This is an optimization exercise on Yosys and OpenROAD, whose aim is small area, a short achievable clock period and few clock cycles, not a production implementation.
Only simulation tests tie the RTL to the original design; equivalence was not proved.

**flow/design.v**
```verilog
`default_nettype none
package par_pkg;
	localparam int N_CORE = 4;
	localparam int IDX_WIDTH = 32;
	localparam int CNT_WIDTH = 12;
	localparam int SUM_WIDTH = 32;
	typedef enum logic [1:0] {
		IDLE,
		RUN,
		FINISH,
		RELEASE
	} fork_state_t;
endpackage
`default_nettype wire
`default_nettype none
package worker_pkg;
	localparam int MUL_WIDTH = 32;
	typedef enum logic [1:0] {
		IDLE,
		ASK,
		MULT
	} work_state_t;
endpackage
`default_nettype wire
`timescale 1ns/1ps
`default_nettype none
module fork_ctrl (
	input wire clk,
	input wire rst_n,
	input wire req,
	output logic ack,
	output logic [par_pkg::SUM_WIDTH-1:0] result,
	output logic issue_fork,
	output logic run,
	input wire drained,
	input wire [par_pkg::N_CORE-1:0] ending,
	input wire [par_pkg::N_CORE-1:0][par_pkg::SUM_WIDTH-1:0] part_sum
);
	par_pkg::fork_state_t state;
	logic [par_pkg::SUM_WIDTH-1:0] total;
	logic loop_done;
	always_comb begin
		logic [par_pkg::SUM_WIDTH-1:0] acc;
		acc = '0;
		for (int i = 0; i < par_pkg::N_CORE; i++) begin
			acc = acc + part_sum[i];
		end
		total = acc;
	end
	assign loop_done = (state == par_pkg::RUN) && !issue_fork && drained && (&ending);
	assign run = (state == par_pkg::RUN) && !drained;
	always_ff @(posedge clk or negedge rst_n) begin
		if (!rst_n) begin
			state <= par_pkg::IDLE;
			ack <= 1'b0;
			issue_fork <= 1'b0;
			result <= '0;
		end else begin
			issue_fork <= 1'b0;
			case (state)
				par_pkg::IDLE, par_pkg::RELEASE: begin
					if (req) begin
						state <= par_pkg::RUN;
						issue_fork <= 1'b1;
					end else begin
						state <= par_pkg::IDLE;
					end
				end
				par_pkg::RUN: begin
					if (loop_done) begin
						state <= par_pkg::FINISH;
						ack <= 1'b1;
						result <= total;
					end
				end
				par_pkg::FINISH: begin
					if (!req) begin
						state <= par_pkg::RELEASE;
						ack <= 1'b0;
					end
				end
				default: begin
					state <= par_pkg::IDLE;
					ack <= 1'b0;
				end
			endcase
		end
	end
endmodule
`default_nettype wire
`timescale 1ns/1ps
`default_nettype none
module index_alloc (
	input wire clk,
	input wire rst_n,
	input wire issue_fork,
	input wire signed [par_pkg::IDX_WIDTH-1:0] start,
	input wire signed [par_pkg::IDX_WIDTH-1:0] stride,
	input wire [par_pkg::CNT_WIDTH-1:0] count,
	input wire [par_pkg::N_CORE-1:0] idx_req,
	output logic [par_pkg::N_CORE-1:0] idx_gnt,
	output logic [par_pkg::N_CORE-1:0][par_pkg::IDX_WIDTH-1:0] idx_val,
	output logic drained
);
	logic signed [par_pkg::IDX_WIDTH-1:0] ctr;
	logic signed [par_pkg::IDX_WIDTH-1:0] strd;
	logic [par_pkg::CNT_WIDTH-1:0] remaining;
	logic [par_pkg::CNT_WIDTH-1:0] n_gnt;
	logic signed [par_pkg::IDX_WIDTH-1:0] step;
	always_comb begin
		logic [par_pkg::CNT_WIDTH-1:0] rank;
		logic signed [par_pkg::IDX_WIDTH-1:0] off;
		rank = '0;
		off = '0;
		for (int i = 0; i < par_pkg::N_CORE; i++) begin
			idx_gnt[i] = idx_req[i] && (rank < remaining);
			idx_val[i] = ctr + off;
			if (idx_gnt[i]) begin
				rank = rank + 1'b1;
				off = off + strd;
			end
		end
		n_gnt = rank;
		step = off;
	end
	assign drained = (remaining == '0);
	always_ff @(posedge clk or negedge rst_n) begin
		if (!rst_n) begin
			remaining <= '0;
		end else if (issue_fork) begin
			remaining <= count;
		end else begin
			remaining <= remaining - n_gnt;
		end
	end
	always_ff @(posedge clk) begin
		if (issue_fork) begin
			ctr <= start;
			strd <= stride;
		end else begin
			ctr <= ctr + step;
		end
	end
endmodule
`default_nettype wire
`timescale 1ns/1ps
`default_nettype none
module worker_core (
	input wire clk,
	input wire rst_n,
	input wire issue_fork,
	input wire run,
	output logic idx_req,
	input wire idx_gnt,
	input wire signed [par_pkg::IDX_WIDTH-1:0] idx_val,
	output logic ending,
	output logic [par_pkg::SUM_WIDTH-1:0] part_sum
);
	worker_pkg::work_state_t state;
	logic [worker_pkg::MUL_WIDTH-1:0] mag;
	logic [worker_pkg::MUL_WIDTH-1:0] mcand;
	logic [worker_pkg::MUL_WIDTH-1:0] mplier;
	logic [par_pkg::SUM_WIDTH-1:0] prod;
	logic [par_pkg::SUM_WIDTH-1:0] prod_next;
	logic mult_last;
	assign mag = idx_val[par_pkg::IDX_WIDTH-1] ? -idx_val : idx_val;
	assign prod_next = prod + (mplier[0] ? mcand : '0);
	assign mult_last = (mplier[worker_pkg::MUL_WIDTH-1:1] == '0);
	assign idx_req = (state == worker_pkg::ASK);
	assign ending = (state == worker_pkg::IDLE);
	always_ff @(posedge clk or negedge rst_n) begin
		if (!rst_n) begin
			state <= worker_pkg::IDLE;
		end else begin
			case (state)
				worker_pkg::IDLE: begin
					if (issue_fork) begin
						state <= worker_pkg::ASK;
					end
				end
				worker_pkg::ASK: begin
					if (idx_gnt) begin
						state <= worker_pkg::MULT;
					end else if (!run) begin
						state <= worker_pkg::IDLE;
					end
				end
				worker_pkg::MULT: begin
					if (mult_last) begin
						state <= run ? worker_pkg::ASK : worker_pkg::IDLE;
					end
				end
				default: begin
					state <= worker_pkg::IDLE;
				end
			endcase
		end
	end
	always_ff @(posedge clk or negedge rst_n) begin
		if (!rst_n) begin
			part_sum <= '0;
		end else if (issue_fork) begin
			part_sum <= '0;
		end else if (state == worker_pkg::MULT && mult_last) begin
			part_sum <= part_sum + prod_next;
		end
	end
	always_ff @(posedge clk) begin
		if (state == worker_pkg::ASK && idx_gnt) begin
			mcand <= mag;
			mplier <= mag;
			prod <= '0;
		end else if (state == worker_pkg::MULT) begin
			prod <= prod_next;
			mcand <= mcand << 1;
			mplier <= mplier >> 1;
		end
	end
endmodule
`default_nettype wire
`timescale 1ns/1ps
`default_nettype none
module par_loop_top (
	input wire clk,
	input wire rst_n,
	input wire req,
	input wire signed [par_pkg::IDX_WIDTH-1:0] start,
	input wire signed [par_pkg::IDX_WIDTH-1:0] stride,
	input wire [par_pkg::CNT_WIDTH-1:0] count,
	output logic ack,
	output logic [par_pkg::SUM_WIDTH-1:0] result
);
	logic issue_fork;
	logic run;
	logic drained;
	logic [par_pkg::N_CORE-1:0] ending;
	logic [par_pkg::N_CORE-1:0][par_pkg::SUM_WIDTH-1:0] part_sum;
	logic [par_pkg::N_CORE-1:0] idx_req;
	logic [par_pkg::N_CORE-1:0] idx_gnt;
	logic [par_pkg::N_CORE-1:0][par_pkg::IDX_WIDTH-1:0] idx_val;
	fork_ctrl fork_ctrl_i (
		.clk(clk),
		.rst_n(rst_n),
		.req(req),
		.ack(ack),
		.result(result),
		.issue_fork(issue_fork),
		.run(run),
		.drained(drained),
		.ending(ending),
		.part_sum(part_sum)
	);
	index_alloc index_alloc_i (
		.clk(clk),
		.rst_n(rst_n),
		.issue_fork(issue_fork),
		.start(start),
		.stride(stride),
		.count(count),
		.idx_req(idx_req),
		.idx_gnt(idx_gnt),
		.idx_val(idx_val),
		.drained(drained)
	);
	for (genvar i = 0; i < par_pkg::N_CORE; i++) begin : g_worker
		worker_core worker_i (
			.clk(clk),
			.rst_n(rst_n),
			.issue_fork(issue_fork),
			.run(run),
			.idx_req(idx_req[i]),
			.idx_gnt(idx_gnt[i]),
			.idx_val(idx_val[i]),
			.ending(ending[i]),
			.part_sum(part_sum[i])
		);
	end
endmodule
`default_nettype wire
```
**flow/run.sh**
```bash
#!/bin/bash
# synth_recipe.tcl (not shown) runs the flow's synth.tcl, then flattens the netlist and writes it again
# the make line also repeats each setting of config.mk as NAME=value (left out here)
make -C /OpenROAD-flow-scripts/flow DESIGN_CONFIG=/design/flow/config.mk WORK_HOME=/design/flow/orfs CLKGATE_MAP_FILE= SYNTH_SCRIPT=/design/flow/synth_recipe.tcl finish
```
**flow/config.mk**
```make
export PLATFORM = sky130hd
export DESIGN_NAME = par_loop_top
export DESIGN_NICKNAME = par_loop_top
export VERILOG_FILES = /design/flow/design.v
export SDC_FILE = /design/flow/constraint.sdc
export NUM_CORES = 4
export LEC_CHECK = 0
export CAP_MARGIN = 20
export CORE_MARGIN = 2
export CORE_UTILIZATION = 40
export PLACE_DENSITY = 0.6
export SLEW_MARGIN = 20
```
**flow/constraint.sdc**
```tcl
create_clock -name core_clock -period 10.0 [get_ports {clk}]
set_input_delay 2.0000 -clock core_clock [delete_from_list [all_inputs] [get_ports {clk}]]
set_output_delay 2.0000 -clock core_clock [all_outputs]
set_load 0.01 [all_outputs]
```
==> results.tsv <==
metric	value	unit
status	finished clean	
Post-Syn Nets	6834	
# placed instances	7893	
worst hold slack	0.461	ns
Final Critical Period	9.17	ns
initial antenna violation count	5	
Via-to-Cell Ratio	5.73	
CP Data Required Time	10.55	ns
vias in the first global route	42794	
area delta synth->final	10.8	%
Clock transition at path regs	0.06	ns
Post-synth EDFFs	288	
deepest clock path buffer count	3	
largest net degree at the start of global routing	138	
critical setup path kind	register to register	
Hold-fix buffers, CTS	0	
Mapped Cells	6186	
post-synthesis sequential area ratio	31.1	%
Design Area, Final	58600	um2
Worst Tran Pin Value	1.13	ns
ANT nets after route	0	
core area	131000	um2
flop-to-flop setup slack	0.83	ns
clock tree from TritonCTS	done	
CP max stage delay	0.45	ns
Synth top area share	16.4	%
Ports	112	
synthesized flop and latch total	632	
dpl ws	0.650	ns
hpwl dp	132	mm
clock sinks	632	
Non-Filler Instances	8037	
Max FO, Critical Path	30	
Util after Layout	44.6	%
commonest cells after routing, fill and taps aside	nand2_1 (733), a21oi_1 (606), ha_1 (492), o21ai_0 (422), nor2_1 (416)	
GP Congestion	0.947	
top cells by area, synth	edfxtp_1 (16%), ha_1 (12%), dfrtp_1 (8.7%)	
first-pass GRT wire length	259	mm
Initial Util	40.3	%
Die X	368	um
via count	46035	
PortBufs	111	
FFs w/ async S/R, synth	29.1	%
initial drt markers	3941	
Die Y	368	um
root buf cell	clkbuf_16	
final worst slack	0.825	ns
share of layout cells above drive strength 1	4.66	%
post-cts sizing count	0	
CTS Buf Count	77	
RSZ-0062 raised after global routing	no	
CP dominant cell by count	a21oi_1	
Crit path arrival time	9.72	ns
Slew Limit Fails	0	
Startpoint Class	register	
Row Count	133	
routed wire length	170	mm
yosys warns	3	
clock skew	0.0279	ns
H-Tree Depth	3	
Setup crit end kind	register	
commonest non-fill, non-tap cell in the layout	nand2_1	
Final Cycle Share	91.7	%
Netlist cell types	88	
Area after DPL	55900	um2
nets@finish	6866	
final hold viol count	0	
area leader, netlist	edfxtp_1	
Crit-path slowest cell	o41ai_1	
Min-Delay Path Class	register to register	
Skew-Pair Late Insertion Delay	0.69	ns
Highest Clock Rate	0.109	GHz
number of fill cells	12815	
average size of a mapped cell	8.55	um2
setup TNS	0	ns
Remaining DRCs	0	
Total Routing Usage GR	24.5	%
mapped cell area	52900	um2
Slew HR	23.8	%
Final setup viols	0	
routed length per instance	21.1	um
Max-Cap Viols	0	
Congestion Overflow GR	0	
drt pass-1 iters	8	
setup bufs post-CTS	0	
die area	135000	um2
Main synth FF type	edfxtp_1	
cells in the mapped netlist (65+ instances only):
cell type and count:
nor3_1 136, xnor2_1 279, o21a_1 123, clkbuf_1 207
ha_1 492, a22o_1 80, inv_1 182, a21o_1 219
fa_1 77, nor4_1 66, xor2_1 199, o21ai_0 423
and2_1 194, nand3_1 170, a21oi_1 606, dfxtp_1 160
nor2b_1 65, nand2_1 733, edfxtp_1 288, dfrtp_1 184
nor2_1 419
registers in the layout, summed over array words and instances, names as in the netlist:
name,flops
fork_ctrl_i.state,2
g_worker.worker_i.part_sum,128
fork_ctrl_i.ack,1
g_worker.worker_i.mplier,128
g_worker.worker_i.mcand,128
fork_ctrl_i.issue_fork,1
index_alloc_i.ctr,32
g_worker.worker_i.prod,128
fork_ctrl_i.result,32
g_worker.worker_i.state,8
index_alloc_i.strd,32
index_alloc_i.remaining,12
critical path: cells and delay by family (launching register included):
| kind | cells | cell delay (ns) |
|---|---|---|
| AO/OA/AOI/OAI | 22 | 5.01 |
| XOR/XNOR | 5 | 0.74 |
| adder cells (fa/ha/maj) | 3 | 1.01 |
| buffers and inverters | 1 | 0.35 |
| flip-flops | 1 | 0.43 |
| multiplexers | 1 | 0.28 |
| AND/OR/NAND/NOR | 6 | 1.20 |
layer usage:
layer | vias up | GRT usage, % | wire, um
met4 | 0 | 10.7 | 7540
met2 | 1262 | 37.4 | 73200
met1 | 21852 | 34.6 | 79400
met3 | 251 | 3.15 | 9630
met5 | - | 0 | 0
li1 | 22670 | - | -
area by class of cell:
| type | count | area, um2 | area share (%) |
|---|---|---|---|
| antenna | 1 | 2.50 | 0.00427 |
| multi-input combinational | 5148 | 35000 | 59.7 |
| clock buffer | 96 | 2050 | 3.50 |
| clock inverter | 46 | 613 | 1.05 |
| sequential | 632 | 16500 | 28.1 |
| inverter | 182 | 683 | 1.17 |
| timing repair buffer | 177 | 1620 | 2.77 |
| tap | 1755 | 2200 | 3.75 |
path summary, 6_finish.rpt:
path | depth (start not counted) | from | end
setup reg to reg | 38 | index_alloc_i.remaining[7] | index_alloc_i.ctr[31]
hold / removal | 2 | g_worker[1].worker_i.prod[3] | g_worker[1].worker_i.prod[3]
min in group asynchronous | 1 | rst_n | g_worker[3].worker_i.part_sum[12]
max in group asynchronous | 2 | rst_n | g_worker[1].worker_i.part_sum[17]
setup / recovery | 38 | index_alloc_i.remaining[7] | index_alloc_i.ctr[31]
hold reg to reg | 2 | g_worker[1].worker_i.prod[3] | g_worker[1].worker_i.prod[3]
logic make-up after synthesis:
logic type                 count (synthesis)  share of synthesized area, %
xor gates and xnor gates                 481                          8.01
buffers and inverters                    406                          2.91
muxes                                     44                         0.892
AOI/OAI and AO/OA                       1926                          23.1
and+or+nand+nor                         2127                          19.4
adders and majority gates                569                          14.6
other                                      1                       0.00709
DFF                                      632                          31.1
Testbench counts, summed over its fixed seeds: cycles 107,652.

[port drivers added, routing unchanged]
Ports are ideal in the flow. The routed layout listed here was re-timed in OpenROAD. Step 1, drivers: a clkbuf_16 drives clk and a buf_2 each remaining input, both assumed. Step 2 also shifts input and output timing later by t, the mid clock arrival at the registers, as if the neighbouring blocks saw the same clock. Three values: no drivers, after step 1, after step 2; two values: the first two.
t (ns): 0.750
setup WS [ns]: 0.825 / 0.825 / 0.825
worst hold slack (ns): 0.461 / 0.461 / 0.461
worst data-port slew with drivers (ns): 0.19
pins driven straight from the clock port: 1
After both steps setup and hold are still met in this run. For this run, drivers alone change the setup slack by 0.000 ns; drivers and shift together by 0.000 ns.
